Context: an optimization exercise on an open-source flow, tuned for small area and a short achievable clock period. The choices shown serve that exercise and are no tape-out recipe. Only simulation tests tie the RTL to the original design; equivalence was not proved. The flow treats the clock pin as an ideal source. Dropping or thinning the clock tree relies on that and would not hold on a real chip.

==> run H: inputs <==
## mul_pipe
module mul_pipe (
    input  logic        clk,
    input  logic        reset_n,
    input  logic        valid_i,
    input  logic [2:0]  funct3_i,
    input  logic [31:0] op1_data_i,
    input  logic [31:0] op2_data_i,
    input  logic [4:0]  rd_i,
    input  logic        ctrl_reg_write_i,
    input  logic        flush_i,
    output logic        valid_result_o,
    output logic [31:0] result_o,
    output logic [4:0]  rd_o,
    output logic        ctrl_reg_write_o,
    output logic        op_ending_o,
    output logic        busy_o,
    output logic        unsupported_o
);
    logic [4:0]  vld_q;
    logic        unsup_q;
    logic [4:0]  wr_q;
    logic [4:0]  rd0_q, rd1_q, rd2_q, rd3_q, rd4_q;
    logic [31:0] res2_q, res3_q, res4_q;
    logic [32:0] a_q;
    logic [16:0] bo_q, bt_q, bn_q;
    logic [16:0] bo_d, bt_d, bn_d;
    logic [34:0] b_in;
    assign b_in = {{2{~funct3_i[1] & op2_data_i[31]}}, op2_data_i, 1'b0};
    always_comb begin
        for (int k = 0; k < 17; k++) begin
            bo_d[k] = b_in[2*k+1] ^ b_in[2*k];
            bt_d[k] = (b_in[2*k+2] & ~b_in[2*k+1] & ~b_in[2*k]) |
                      (~b_in[2*k+2] & b_in[2*k+1] & b_in[2*k]);
            bn_d[k] = b_in[2*k+2];
        end
    end
    logic        hi_q;
    logic        accept;
    assign accept = valid_i & ~funct3_i[2] & ~flush_i;
    logic pp0_0;
    logic pp0_1;
    logic pp0_2;
    logic pp0_3;
    logic pp0_4;
    logic pp0_5;
    logic pp0_6;
    logic pp0_7;
    logic pp0_8;
    logic pp0_9;
    logic pp0_10;
    logic pp0_11;
    logic pp0_12;
    logic pp0_13;
    logic pp0_14;
    logic pp0_15;
    logic pp0_16;
    logic pp0_17;
    logic pp0_18;
    logic pp0_19;
    logic pp0_20;
    logic pp0_21;
    logic pp0_22;
    logic pp0_23;
    logic pp0_24;
    logic pp0_25;
    logic pp0_26;
    logic pp0_27;
    logic pp0_28;
    logic pp0_29;
    logic pp0_30;
    logic pp0_31;
    logic pp0_32;
    logic pp0_33;
    logic pp1_0;
    logic pp1_1;
    logic pp1_2;
    logic pp1_3;
    logic pp1_4;
    logic pp1_5;
    logic pp1_6;
    logic pp1_7;
    logic pp1_8;
    logic pp1_9;
  ...
clock: 10.0 ns
lec_check: 0
abc_area: 1
cap_margin: 20
core_margin: 2
core_utilization: 40
setup_slack_margin: 5
slew_margin: 20
standard.sh (not shown) runs the stock make flow with config.mk's settings and CLKGATE_MAP_FILE= SYNTH_SCRIPT=/design/flow/synth_recipe.tcl, a recipe that flattens the netlist after the stock synthesis.
==> flow/flow/run.sh <==
#!/bin/bash
# Own layout flow: the standard flow with these changes.
#  1. Synthesis: ORFS's synth.tcl, but Yosys's generic ABC pass before adder
#     extraction is skipped and only full adders are extracted, so the
#     design's explicit full adders map to full-adder cells without inverters.
#     The registers are exactly those of the standard synthesis.
#  2. After CTS (POST_CTS_TCL hook), the clock of the internal E1 pipeline
#     registers is delayed (useful skew between internal registers only) and
#     setup and hold are repaired there, since CTS's own repair is skipped.
#  3. Port buffers are the smallest buffer; the clock tree uses clkbuf_8 and
#     no dummy loads.
#  4. Timing repair aims at a shorter period than the constraint (setup margin).
# Each tool's output goes to a log file in the work folder.
set -euo pipefail
W=$PWD
# the modified synthesis script
sed -e 's|synth -top $::env(DESIGN_NAME) -run fine: {\*}$synth_full_args|synth -top $::env(DESIGN_NAME) -run fine: -noabc {*}$synth_full_args|' \
    -e 's|extract_fa {\*}\[dont_use_extract_fa_args\]|extract_fa -fa|' \
    "$FLOW_HOME/scripts/synth.tcl" > "$W/own_synth.tcl"
grep -q -- '-run fine: -noabc' "$W/own_synth.tcl"
grep -q -- 'extract_fa -fa' "$W/own_synth.tcl"
sed -e "s|source \$::env(SCRIPTS_DIR)/synth.tcl|source $W/own_synth.tcl|" synth_recipe.tcl > "$W/own_synth_recipe.tcl"
grep -q "own_synth.tcl" "$W/own_synth_recipe.tcl"
sed -e "s|SYNTH_SCRIPT=[^ ]*|SYNTH_SCRIPT=$W/own_synth_recipe.tcl|" standard.sh > "$W/own_standard.sh"
grep -q "own_synth_recipe.tcl" "$W/own_standard.sh"
# repair aims at a period well below the 10 ns constraint (setup margin)
EXTRA=("SETUP_SLACK_MARGIN=5.7")
# smallest buffers on the ports (timing repair upsizes where needed), and a
# clock tree of smaller buffers without dummy loads
EXTRA+=("BUFFER_PORTS_ARGS=-buffer_cell sky130_fd_sc_hd__buf_1")
EXTRA+=("CTS_ARGS=-sink_clustering_enable -repair_clock_nets -dont_use_dummy_load -buf_list sky130_fd_sc_hd__clkbuf_8")
if [[ -f "$W/flow/skew.tcl" ]]; then
  EXTRA+=("POST_CTS_TCL=$W/flow/skew.tcl" "SKIP_CTS_REPAIR_TIMING=1")
fi
bash "$W/own_standard.sh" "${EXTRA[@]}" finish > "$W/make_flow.log" 2>&1
test -s "$W/out/final.def"
==> flow/flow/skew.tcl <==
# POST_CTS hook: delay the clock of the internal E1 pipeline registers
# (useful skew between internal registers only: E0 -> E1 gets more time,
# E1 -> E2 less). E1 registers are neither fed by inputs nor drive outputs.
# The E1 registers get a clock subtree of their own: from the root clock net
# a chain of delay cells drives a trunk buffer, which drives one clock buffer
# per cluster of E1 registers. Then setup and hold are repaired.
set skew_pattern {^(s1_q|c1_q|ci1_q)(\\?\[|\$)}
set n_dly 2
set per_cluster 13
set dly_master_name sky130_fd_sc_hd__clkdlybuf4s50_1
set buf_master_name sky130_fd_sc_hd__clkbuf_8

set db [ord::get_db]
set block [ord::get_db_block]
set dly_master [$db findMaster $dly_master_name]
set buf_master [$db findMaster $buf_master_name]

# the root clock net: output of the buffer the clock port drives
set port_net [$block findNet clk]
set root_net ""
foreach it [$port_net getITerms] {
  if { [$it isInputSignal] } {
    set rinst [$it getInst]
    foreach ot [$rinst getITerms] {
      if { [$ot isOutputSignal] } { set root_net [$ot getNet] }
    }
  }
}
if { $root_net == "" } { error "skew: root clock net not found" }
puts "skew: root clock net [$root_net getName]"

set regs {}
foreach inst [$block getInsts] {
  if { [regexp $skew_pattern [$inst getName]] } { lappend regs $inst }
}
set n [llength $regs]
set k [expr {($n + $per_cluster - 1) / $per_cluster}]
puts "skew: $n registers in $k clusters"

# k-means on register locations
set pts {}
foreach inst $regs { lappend pts [$inst getLocation] }
set sorted [lsort -integer -index 0 $pts]
set cent {}
for {set c 0} {$c < $k} {incr c} {
  lappend cent [lindex $sorted [expr {int(($c + 0.5) * $n / $k)}]]
}
for {set iter 0} {$iter < 20} {incr iter} {
  set assign {}
  foreach p $pts {
    set best 0; set bd 1e30
    for {set c 0} {$c < $k} {incr c} {
      set q [lindex $cent $c]
      set d [expr {abs([lindex $p 0] - [lindex $q 0]) + abs([lindex $p 1] - [lindex $q 1])}]
      if { $d < $bd } { set bd $d; set best $c }
    }
    lappend assign $best
  }
  set newc {}
  for {set c 0} {$c < $k} {incr c} {
    set sx 0; set sy 0; set m 0
    foreach p $pts a $assign {
      if { $a == $c } { incr m; set sx [expr {$sx + [lindex $p 0]}]; set sy [expr {$sy + [lindex $p 1]}] }
    }
    if { $m == 0 } { lappend newc [lindex $cent $c] } else { lappend newc [list [expr {$sx / $m}] [expr {$sy / $m}]] }
  }
  set cent $newc
}
# overall centroid for the chain and trunk
set sx 0; set sy 0
foreach p $pts { set sx [expr {$sx + [lindex $p 0]}]; set sy [expr {$sy + [lindex $p 1]}] }
set gx [expr {$sx / $n}]; set gy [expr {$sy / $n}]

proc mkcell { block master name x y innet } {
  set inst [odb::dbInst_create $block $master $name]
  $inst setLocation $x $y
  $inst setPlacementStatus PLACED
  set out [odb::dbNet_create $block "${name}_net"]
  $out setSigType CLOCK
  [$inst findITerm A] connect $innet
  [$inst findITerm X] connect $out
  return $out
}
set prev $root_net
for {set i 0} {$i < $n_dly} {incr i} {
  set prev [mkcell $block $dly_master "skew_dly_$i" $gx $gy $prev]
}
set trunk [mkcell $block $buf_master "skew_trunk" $gx $gy $prev]
set old_nets {}
for {set c 0} {$c < $k} {incr c} {
  set q [lindex $cent $c]
  set cnet [mkcell $block $buf_master "skew_leaf_$c" [lindex $q 0] [lindex $q 1] $trunk]
  foreach inst $regs a $assign {
    if { $a == $c } {
      set it [$inst findITerm CLK]
      lappend old_nets [$it getNet]
      $it disconnect
      $it connect $cnet
    }
  }
}
# remove clock buffers left without loads
foreach net [lsort -unique $old_nets] {
  if { [llength [$net getITerms]] == 1 } {
    set drv [lindex [$net getITerms] 0]
    set binst [$drv getInst]
    puts "skew: removing unloaded clock buffer [$binst getName]"
    odb::dbInst_destroy $binst
    odb::dbNet_destroy $net
  }
}
detailed_placement
estimate_parasitics -placement
report_clock_skew
report_worst_slack -max
report_worst_slack -min
repair_timing -setup -setup_margin $::env(SETUP_SLACK_MARGIN) -verbose
repair_timing -hold -hold_margin 0.05 -verbose
detailed_placement
check_placement -verbose
estimate_parasitics -placement
report_worst_slack -max
report_worst_slack -min
report_checks -path_delay max -group_path_count 3 -format end
report_check_types -max_slew -max_capacitance -violators
==> inputs of run X, as changes to run H <==
--- a/flow/flow/run.sh
+++ b/flow/flow/run.sh
@@ -26,3 +26,3 @@
 # repair aims at a period well below the 10 ns constraint (setup margin)
-EXTRA=("SETUP_SLACK_MARGIN=5.7")
+EXTRA=("SETUP_SLACK_MARGIN=5.5")
 # smallest buffers on the ports (timing repair upsizes where needed), and a
==> flow/flow/skew.tcl (replaced) <==
# POST_CTS hook: delay the clock of the internal E1 registers (useful skew
# between internal register stages: E0 -> E1 gets more time, E1 -> E2 less).
# E1 registers are neither fed by inputs nor drive outputs.
set skew_pattern {^(s1_q|c1_q|ci1_q)(\\?\[|\$)}
set n_dly 2
set dly_master_name sky130_fd_sc_hd__clkdlybuf4s50_1
set buf_master_name sky130_fd_sc_hd__clkbuf_8

set db [ord::get_db]
set block [ord::get_db_block]
set dly_master [$db findMaster $dly_master_name]
set buf_master [$db findMaster $buf_master_name]

array set groups {}
foreach inst [$block getInsts] {
  if { [regexp $skew_pattern [$inst getName]] } {
    set it [$inst findITerm CLK]
    set net [$it getNet]
    lappend groups([$net getName]) $inst
  }
}
set gi 0
foreach netname [lsort [array names groups]] {
  set net [$block findNet $netname]
  set insts $groups($netname)
  # centroid of the group
  set sx 0; set sy 0
  foreach inst $insts {
    set loc [$inst getLocation]
    set sx [expr {$sx + [lindex $loc 0]}]
    set sy [expr {$sy + [lindex $loc 1]}]
  }
  set cx [expr {int($sx / [llength $insts])}]
  set cy [expr {int($sy / [llength $insts])}]
  set prev $net
  for {set i 0} {$i <= $n_dly} {incr i} {
    if { $i < $n_dly } { set m $dly_master } else { set m $buf_master }
    set inst [odb::dbInst_create $block $m "skew_${gi}_$i"]
    $inst setLocation $cx $cy
    $inst setPlacementStatus PLACED
    set out [odb::dbNet_create $block "skewnet_${gi}_$i"]
    $out setSigType CLOCK
    [$inst findITerm A] connect $prev
    [$inst findITerm X] connect $out
    set prev $out
  }
  foreach inst $insts {
    set it [$inst findITerm CLK]
    $it disconnect
    $it connect $prev
  }
  puts "skew: group $gi on $netname: [llength $insts] registers"
  incr gi
}
detailed_placement
estimate_parasitics -placement
report_clock_skew
report_worst_slack -max
report_worst_slack -min
repair_timing -setup -setup_margin 5.5 -verbose
repair_timing -hold -hold_margin 0.05 -verbose
detailed_placement
check_placement -verbose
estimate_parasitics -placement
report_worst_slack -max
report_worst_slack -min
report_checks -path_delay max -group_path_count 3 -format end
==> results.txt <==
item                                                                                       run X                    run H
Result of the run                                                        complete, no violations  complete, no violations
Largest stage delay on the critical path                                                 0.23 ns                  0.13 ns
Source of the worst register-to-register timing path                                     bn_q[0]                  bo_q[7]
Cell with the largest stage delay on the worst path                                        buf_1                    buf_2
Hold path startpoint                                                                     bo_q[3]                  bn_q[0]
Setup repair after global routing missed its margin                                           no                      yes
Fin Clk Skew                                                                            1.139 ns                 1.074 ns
Met3 Wirelength                                                                        12,970 um                13,110 um
Worst reg2reg path depth                                                                      15                       13
Clock slew at the register clock pins of the worst setup and hold paths                  0.06 ns                  0.10 ns
Peak Freq                                                                              225.3 MHz                233.4 MHz
Worst slew slack as a fraction of its limit                                               39.97%                   40.15%
Utilization after layout                                                                  44.35%                   43.70%
Critical path data arrival time                                                          2.44 ns                  2.29 ns
Non-filler instance count after layout                                                     4,035                    3,988
Met3 Resource Use GR                                                                      8.488%                   9.085%
Via count of the first global-routing pass                                                24,665                   24,141
Global Route met2 Usage                                                                   41.29%                   41.17%

-- separate check: timing with driven ports --
The results above use ideal ports. As a check the final layouts listed here were re-extracted and re-timed, cells and wires unchanged.
Step 1 sets driving cells, clkbuf_16 on the clock port and buf_2 on the other inputs (assumed; they add their load-dependent delay and slew).
Step 2, shift: input delay + t, output delay - t, t = (earliest + latest rising clock arrival at the registers) / 2. This alone moves slack from input paths to output paths.
a / b / c = no drivers / after step 1 / after step 2; a / b = the first two.
| run | t (ns) | setup WS [ns] | latest minus earliest clock arrival (ns) | worst register clock-pin slew, ns |
|---|---|---|---|---|
| run H | 1.185 | 5.715 / 5.674 / 5.674 | 1.074 / 1.074 | 0.10 / 0.10 |
| run X | 1.240 | 5.562 / 5.539 / 5.539 | 1.140 / 1.140 | 0.06 / 0.06 |
Clock arrivals are far apart in run H and run X, so t is only a midpoint there and step 2 fits no single register. The setup slack of run H, which loses most, moves by -0.041 ns with the drivers and by -0.041 ns with both steps.
